Context: an optimization exercise on an open-source flow, tuned for a short achievable clock period and few clock cycles. The choices shown serve that exercise and are no tape-out recipe.
Only simulation tests tie the RTL to the original design; equivalence was not proved.
Power is estimated from default activity; no workload was simulated.

## cache_top
module cache_top #(
    parameter int SETS = 4
) (
    input logic clk,
    input logic proc_reset,
    input logic proc_read,
    input logic proc_write,
    input cache_geom_pkg::proc_addr_t proc_addr,
    input cache_geom_pkg::word_t proc_wdata,
    output logic proc_stall,
    output cache_geom_pkg::word_t proc_rdata,
    output logic mem_read,
    output logic mem_write,
    output cache_geom_pkg::mem_addr_t mem_addr,
    output cache_geom_pkg::line_t mem_wdata,
    input cache_geom_pkg::line_t mem_rdata,
    input logic mem_ready
);
    localparam int IDX_W = $clog2(SETS);
    localparam int TAG_W = cache_geom_pkg::MEM_ADDR_W - IDX_W;
    logic hit0;
    logic hit1;
    cache_ctrl_pkg::way_t victim_way;
    logic victim_dirty;
    logic [TAG_W-1:0] victim_tag;
    logic touch;
    cache_ctrl_pkg::way_t touch_way;
    logic fill;
    logic filling;
    cache_tag_array #(.SETS(SETS)) u_tag_array (
        .clk          (clk),
        .proc_reset   (proc_reset),
        .proc_addr    (proc_addr),
        .hit0         (hit0),
        .hit1         (hit1),
        .victim_way   (victim_way),
        .victim_dirty (victim_dirty),
        .victim_tag   (victim_tag),
        .touch        (touch),
        .touch_way    (touch_way),
        .fill         (fill),
        .fill_dirty   (proc_write),
  ...
Size: ~4200 cells after synthesis, about 390 I/O pins.
Settings: LEC_CHECK=0, CAP_MARGIN=20, CORE_MARGIN=2, CORE_UTILIZATION=40, SETUP_SLACK_MARGIN=0.4, SLEW_MARGIN=20; clock period 7.2 ns.
run.sh (not shown) runs the stock make flow with config.mk's settings and CLKGATE_MAP_FILE= SYNTH_SCRIPT=/design/flow/synth_recipe.tcl, a recipe that flattens the netlist after the stock synthesis.
The starting point finished clean.
Testbench counts at the start, summed over its fixed seeds: cycles 74,789.
Then changed:
Settings changed: ABC_CLOCK_PERIOD_IN_PS set to 1500, CORE_UTILIZATION 40 to 55, SETUP_SLACK_MARGIN 0.4 to 3.0.
What happened:
- count of clock-buffer cells in the layout goes down by 11
- power goes up by about 6%
- worst setup slack improves by 0.94 ns
- non-clock buffer count goes up by 283
- die area goes down by 27%
- combinational power goes up by about 30%
- sequential power is about the same
- register-to-register slack improves by 0.71 ns
- final area goes up by 9.9%
- clock skew goes down by 0.011 ns
- worst hold slack improves by 0.019 ns

Another version of the RTL of cache_top (not shown whole).
Size: ~4100 cells after synthesis, roughly 1300 flip-flops, about 390 I/O pins, about 63000 µm² of cells after synthesis.
==> flow/design.v (excerpt) <==
module cache_top #(
    parameter int SETS = 4
) (
    input logic clk,
    input logic proc_reset,
    input logic proc_read,
    input logic proc_write,
    input cache_geom_pkg::proc_addr_t proc_addr,
    input cache_geom_pkg::word_t proc_wdata,
    output logic proc_stall,
    output cache_geom_pkg::word_t proc_rdata,
    output logic mem_read,
    output logic mem_write,
    output cache_geom_pkg::mem_addr_t mem_addr,
    output cache_geom_pkg::line_t mem_wdata,
    input cache_geom_pkg::line_t mem_rdata,
    input logic mem_ready
);
make LEC_CHECK=0 ABC_CLOCK_PERIOD_IN_PS=1500 CAP_MARGIN=30 CORE_MARGIN=2 CORE_UTILIZATION=55 SETUP_SLACK_MARGIN=3.0 SLEW_MARGIN=30 finish   # period 7.2 ns
Testbench counts at the start, summed over its fixed seeds: cycles 74,833.
Change:
==> flow/flow/run.sh (new file) <==
#!/bin/bash
# The standard layout, except that the ports get plain buf_4 buffers in
# place of the delay cells buffer_ports picks by default; the platform sizes
# port buffers only within their footprint, so a delay-cell port buffer can
# never be sized up to a fast one. Synthesis is the standard one, unchanged.
set -euo pipefail
bash standard.sh synth > flow_synth.log 2>&1
bash standard.sh 'BUFFER_PORTS_ARGS=-buffer_cell sky130_fd_sc_hd__buf_4' finish > flow_layout.log 2>&1
==> flow/standard.sh (new file) <==
#!/bin/bash
# synth_recipe.tcl (not shown) runs the flow's synth.tcl, then flattens the netlist and writes it again
# the make line also repeats each setting of config.mk as NAME=value (left out here)
make -C /OpenROAD-flow-scripts/flow DESIGN_CONFIG=/design/flow/config.mk WORK_HOME=/design/flow/orfs CLKGATE_MAP_FILE= SYNTH_SCRIPT=/design/flow/synth_recipe.tcl "${@:-finish}"
removed: flow/run.sh
=> Via count is lower by 1.2%. Area after synthesis stays the same. Setup slack improved by 0.030 ns.

## afterwards: timing with drivers on the ports
No port has a modelled driver above. Below, the same layouts with a new extraction and two added sets of constraints. Step 1, drivers: a clkbuf_16 drives clk and a buf_2 each remaining input, both assumed. Step 2, shift: input delay + t, output delay - t, t = (earliest + latest rising clock arrival at the registers) / 2. This alone moves slack from input paths to output paths. Three values: no drivers, after step 1, after step 2; two values: the first two.
| run | t (ns) | setup WS [ns] | worst hold slack (ns) |
|---|---|---|---|
| the first run of note 1 | 0.831 | 0.415 / 0.373 / 0.373 | 0.483 / 0.483 / 0.483 |
| the second run of note 1 | 0.839 | 1.358 / 1.178 / 1.178 | 0.502 / 0.502 / 0.502 |
| the first run of note 2 | 0.837 | 2.153 / 1.999 / 1.909 | 0.566 / 0.566 / 0.566 |
| the second run of note 2 | 0.825 | 2.183 / 2.088 / 1.997 | 0.584 / 0.584 / 0.584 |
After both steps every run listed still meets setup and hold. For the first run of note 2, which loses most, drivers alone change the setup slack by -0.154 ns; drivers and shift together by -0.244 ns.
